From an optimization exercise on the open Yosys and OpenROAD flow, aimed at small area; shortcuts taken in it are not production practice. Function was checked by simulation only, so behaviour that the tests miss may differ from the original.

Design conv3x3_engine, start of the top module:
module conv3x3_engine (
  input  logic       clk,
  input  logic       rst_n,
  input  logic       pix_valid,
  input  logic       sof,
  input  logic [7:0] w11, w12, w13, w21, w22, w23, w31, w32, w33,
  input  logic       k_we,
  input  logic [3:0] k_addr,
  input  logic [7:0] k_data,
  output logic [7:0] conv_out,
  output logic       conv_valid,
  output logic       frame_done,
  output logic       frame_err,
  output logic       k_err
);
  localparam logic [1:0] IDLE = 2'd0, RUN = 2'd1, DRAIN = 2'd2;
  logic [1:0]  state;
  logic [3:0]  row_cnt;     
  logic [4:0]  col_cnt;     
  logic        win_q;       
  logic [2:0]  vld;
  logic [71:0] kern;
  logic [7:0]  bias;
  logic [7:0]  res, res_q, res_qq;
  logic        is_idle, is_run, pix, abort, win;
  assign is_idle = (state == IDLE);
  assign is_run  = (state == RUN);
  assign pix     = pix_valid && !sof;
  assign abort   = is_run && !pix;
  assign win     = is_run && pix && (row_cnt >= 4'd2) && (col_cnt >= 5'd2);
  always_ff @(posedge clk or negedge rst_n) begin
    if (!rst_n) state <= IDLE;
    else case (state)
      IDLE:    if (pix_valid && sof) state <= RUN;
      RUN:     if (!pix) state <= IDLE;
               else if (row_cnt == 4'd11 && col_cnt == 5'd19) state <= DRAIN;
      DRAIN:   if (col_cnt == 5'd4) state <= IDLE;
      default: state <= IDLE;
    endcase
  end
  always_ff @(posedge clk) begin
    if (is_idle) begin
      row_cnt <= 4'd0;
      col_cnt <= 5'd1;
    end else if (is_run) begin
      if (col_cnt == 5'd19) begin
        col_cnt <= 5'd0;
        row_cnt <= row_cnt + 4'd1;
      end else begin
        col_cnt <= col_cnt + 5'd1;
      end
    end else begin
      col_cnt <= col_cnt + 5'd1;
    end
  end
  always_ff @(posedge clk or negedge rst_n) begin
    if (!rst_n) begin
      kern       <= '0;
      bias       <= '0;
      frame_done <= 1'b0;
      frame_err  <= 1'b0;
      k_err      <= 1'b0;
    end else begin
      if (k_we && is_idle && k_addr <= 4'd9) begin
        if (k_addr == 4'd9) bias <= k_data;
        for (int i = 0; i < 9; i++)
          if (k_addr == 4'(i)) kern[8*i +: 8] <= k_data;
      end
      k_err      <= k_we && !(is_idle && k_addr <= 4'd9);
      frame_err  <= abort;
      frame_done <= (state == DRAIN) && (col_cnt == 5'd4);
    end
  end
  ...
For scale: roughly 1700 cells after synthesis, ~170 flip-flops, roughly 20000 um2 of cells after synthesis.
clock: 6.0 ns
lec_check: 0
cap_margin: 20
core_margin: 2
core_utilization: 40
slew_margin: 20
synth_hierarchical: 1
standard.sh (not shown) runs the stock make flow with config.mk's settings and CLKGATE_MAP_FILE= SYNTH_SCRIPT=/design/flow/synth_recipe.tcl, a recipe that flattens the netlist after the stock synthesis.
==> flow/flow/run.sh <==
#!/bin/bash
# Standard ORFS layout (the standard.sh), with the port buffers made from
# buf_2 cells instead of the default delay-buffer cell.
set -euo pipefail
bash standard.sh "BUFFER_PORTS_ARGS=-buffer_cell sky130_fd_sc_hd__buf_2" finish > flow_make.log 2>&1
The starting point went through all stages and came out clean.
==> next run, changes <==
==> flow/run.sh (new file) <==
#!/bin/bash
# synth_recipe.tcl (not shown) runs the flow's synth.tcl, then flattens the netlist and writes it again
# the make line also repeats each setting of config.mk as NAME=value (left out here)
make -C /OpenROAD-flow-scripts/flow DESIGN_CONFIG=/design/flow/config.mk WORK_HOME=/design/flow/orfs CLKGATE_MAP_FILE= SYNTH_SCRIPT=/design/flow/synth_recipe.tcl finish
removed: flow/flow/run.sh
removed: flow/standard.sh
Outcome: Core utilization rises by 2.4 points. Worst hold slack stays flat. Critical path depth does not change. Area after synthesis does not change. Via count climbs slightly. Global-route usage rose by 0.61 points.

========
Setup of exp/pepper:
conv3x3_engine, a different RTL version from the one above (not shown whole).
For scale: ~160 flip-flops, about 100 I/O pins, roughly 20000 µm² of cells after synthesis.
// conv3x3_engine
module conv3x3_engine (
  input  logic       clk,
  input  logic       rst_n,
  input  logic       pix_valid,
  input  logic       sof,
  input  logic [7:0] w11, w12, w13, w21, w22, w23, w31, w32, w33,
  input  logic       k_we,
  input  logic [3:0] k_addr,
  input  logic [7:0] k_data,
  output logic [7:0] conv_out,
  output logic       conv_valid,
  output logic       frame_done,
  output logic       frame_err,
  output logic       k_err
);
  localparam logic [1:0] IDLE = 2'd0, RUN = 2'd1, DRAIN = 2'd2;
  logic [1:0]  state;
  logic [3:0]  row_cnt;     
  logic [4:0]  col_cnt;     
  logic        win_q;       
  logic [2:0]  vld;
  logic [71:0] kern;
  logic [7:0]  bias;
  logic [7:0]  res, res_q, res_qq;
  logic        is_idle, is_run, pix, abort, win;
  assign is_idle = (state == IDLE);
  assign is_run  = (state == RUN);
  assign pix     = pix_valid && !sof;
  assign abort   = is_run && !pix;
  assign win     = is_run && pix && (row_cnt >= 4'd2) && (col_cnt >= 5'd2);
  always_ff @(posedge clk or negedge rst_n) begin
    if (!rst_n) state <= IDLE;
    else case (state)
      IDLE:    if (pix_valid && sof) state <= RUN;
      RUN:     if (!pix) state <= IDLE;
               else if (row_cnt == 4'd11 && col_cnt == 5'd19) state <= DRAIN;
      DRAIN:   if (col_cnt == 5'd4) state <= IDLE;
      default: state <= IDLE;
    endcase
  end
  always_ff @(posedge clk) begin
    if (is_idle) begin
      row_cnt <= 4'd0;
      col_cnt <= 5'd1;
    end else if (is_run) begin
      if (col_cnt == 5'd19) begin
        col_cnt <= 5'd0;
        row_cnt <= row_cnt + 4'd1;
      end else begin
        col_cnt <= col_cnt + 5'd1;
      end
    end else begin
  ...
export LEC_CHECK = 0
export CAP_MARGIN = 20
export CORE_MARGIN = 2
export CORE_UTILIZATION = 40
export SLEW_MARGIN = 20
export SYNTH_HIERARCHICAL = 1
create_clock -name core_clock -period 6.0 [get_ports {clk}]
==> flow/flow/run.sh <==
#!/bin/bash
# Standard ORFS layout (the standard.sh) with two changes: the port buffers
# are buf_2 cells instead of the default delay-buffer cell, and clock tree
# synthesis uses clkbuf_8 buffers and inserts no dummy loads.
set -euo pipefail
bash standard.sh "BUFFER_PORTS_ARGS=-buffer_cell sky130_fd_sc_hd__buf_2" \
  "CTS_ARGS=-sink_clustering_enable -repair_clock_nets -dont_use_dummy_load -buf_list sky130_fd_sc_hd__clkbuf_8" \
  finish > flow_make.log 2>&1
exp/pepper completed every stage of the flow, and the final layout passed the timing, DRC and antenna checks.
#### Input delta (exp/garnet over exp/pepper)
- setting GPL_TIMING_DRIVEN to 0 for the first time
### Flow results
For exp/pepper, the standard cell with the maximum stage delay on the critical path was fa_1, unlike exp/garnet, where it was clkbuf_1. exp/pepper vs exp/garnet, worst setup path endpoint: res_q[2] vs u_mac.r1[24]. Number of signal-net buffers in the layout came out higher on exp/garnet than on exp/pepper. Per the comparison of exp/garnet with exp/pepper, final critical-path setup slack went down 71 ps.
diff inputs: exp/garnet => exp/nickel
- removing GPL_TIMING_DRIVEN (formerly 0)
--- a/flow/flow/run.sh
+++ b/flow/flow/run.sh
@@ -4 +4 @@
-# synthesis uses clkbuf_8 buffers and inserts no dummy loads.
+# synthesis uses clkbuf_4 and clkbuf_8 buffers and inserts no dummy loads.
@@ -7 +7 @@
-  "CTS_ARGS=-sink_clustering_enable -repair_clock_nets -dont_use_dummy_load -buf_list sky130_fd_sc_hd__clkbuf_8" \
+  "CTS_ARGS=-sink_clustering_enable -repair_clock_nets -dont_use_dummy_load -buf_list {sky130_fd_sc_hd__clkbuf_4 sky130_fd_sc_hd__clkbuf_8}" \
[summary]
Compared with exp/garnet, in exp/nickel basic-gate share of the synthesized area counting and, or, nand and nor cells did not really move; half-perimeter wire length after detailed placement increased by about 6.4% relative to the old numbers.
Comparing exp/garnet against exp/nickel, there is no change at all in xor/xnor share of the synthesized area.
Comparing exp/nickel and exp/garnet, number of non-clock buffers is higher on exp/garnet.
exp/nickel finished end to end and its layout was clean on timing, DRC and antenna.
exp/nickel and exp/garnet ended up with nearly the same storage element area.
exp/garnet has a lower worst-case hold slack than exp/nickel.
Looking at endpoint arrival time on the critical path, exp/nickel sits below exp/garnet.
When exp/nickel is measured against exp/garnet, its synthesis-to-layout area growth turns out 0.38 points higher.
Count of nets after finishing in exp/nickel is 30 below exp/garnet.
The via count reported for exp/nickel is lower than the one for exp/garnet.
Status: sequential share of layout area parity (exp/nickel, exp/garnet)

========
conv3x3_engine, a different RTL version from the one above (not shown whole).
For scale: roughly 1300 cells after synthesis, ~100 I/O pins, ~18000 um^2 of cells after synthesis.
Settings: LEC_CHECK=0, CAP_MARGIN=20, CELL_PAD_IN_SITES_DETAIL_PLACEMENT=1, CORE_MARGIN=2, CORE_UTILIZATION=40, PLACE_DENSITY=0.5, SLEW_MARGIN=20, SYNTH_HIERARCHICAL=1; clock period 6.0 ns.
==> flow/flow/run.sh <==
#!/bin/bash
# Standard ORFS layout (the standard.sh) with two changes: the port buffers
# are buf_2 cells instead of the default delay-buffer cell, and clock tree
# synthesis uses clkbuf_8 buffers and inserts no dummy loads.
set -euo pipefail
bash standard.sh "BUFFER_PORTS_ARGS=-buffer_cell sky130_fd_sc_hd__buf_2" \
  "CTS_ARGS=-sink_clustering_enable -repair_clock_nets -dont_use_dummy_load -buf_list sky130_fd_sc_hd__clkbuf_8" \
  finish > flow_make.log 2>&1
The first run completed with no timing, DRC or antenna violations.
Change:
==> flow/flow/run.sh (replaced) <==
#!/bin/bash
# Standard ORFS layout (the standard.sh) with two changes: the port buffers
# are buf_1 cells instead of the default delay-buffer cell, and clock tree
# synthesis uses clkbuf_8 buffers and inserts no dummy loads.
set -euo pipefail
bash standard.sh "BUFFER_PORTS_ARGS=-buffer_cell sky130_fd_sc_hd__buf_1" \
  "CTS_ARGS=-sink_clustering_enable -repair_clock_nets -dont_use_dummy_load -buf_list sky130_fd_sc_hd__clkbuf_8" \
  finish > flow_make.log 2>&1
GPL_TIMING_DRIVEN = 0   (was not set)
Cell area fell by about 5%.
Global-route usage fell by 0.93 points.
Wire length fell by 3.2%.
Synthesized area stays the same.
Via count fell by about 4%.
First-iteration DRC count rose by about 1%.

[separate check: timing with driven ports]
The flow's constraints put no driver on any port. The routed layouts listed below were extracted and timed again, unchanged, in two steps.
Step 1, drivers: a clkbuf_16 drives clk and a buf_2 each remaining input, both assumed.
Step 2 also shifts input and output timing later by t, the mid clock arrival at the registers, as if the neighbouring blocks saw the same clock.
a / b / c = no drivers / after step 1 / after step 2; a / b = the first two.
run | t (ns) | setup WS [ns] | hold slack, ns | worst slew at a driven data input, ns
the first run of note 1 | 0.528 | 0.970 / 0.980 / 0.453 | 0.329 / 0.329 / 0.329 | 0.07
the second run of note 1 | 0.559 | 0.417 / 0.446 / -0.113 | 0.329 / 0.329 / 0.329 | 0.06
exp/pepper | 0.583 | 0.190 / 0.190 / -0.120 | 0.335 / 0.335 / 0.335 | 0.06
exp/garnet | 0.572 | 0.119 / 0.133 / -0.438 | 0.326 / 0.326 / 0.326 | 0.09
exp/nickel | 0.583 | 0.190 / 0.190 / -0.120 | 0.335 / 0.335 / 0.335 | 0.06
the first run of note 3 | 0.597 | 0.174 / 0.174 / -0.239 | 0.336 / 0.336 / 0.336 | 0.05
the second run of note 3 | 0.615 | 0.140 / 0.158 / -0.456 | 0.330 / 0.330 / 0.330 | 0.08
With both steps, setup timing fails in 6 of these runs, where it was met with ideal ports. The setup slack of the second run of note 3, which loses most, moves by +0.018 ns with the drivers and by -0.596 ns with both steps.
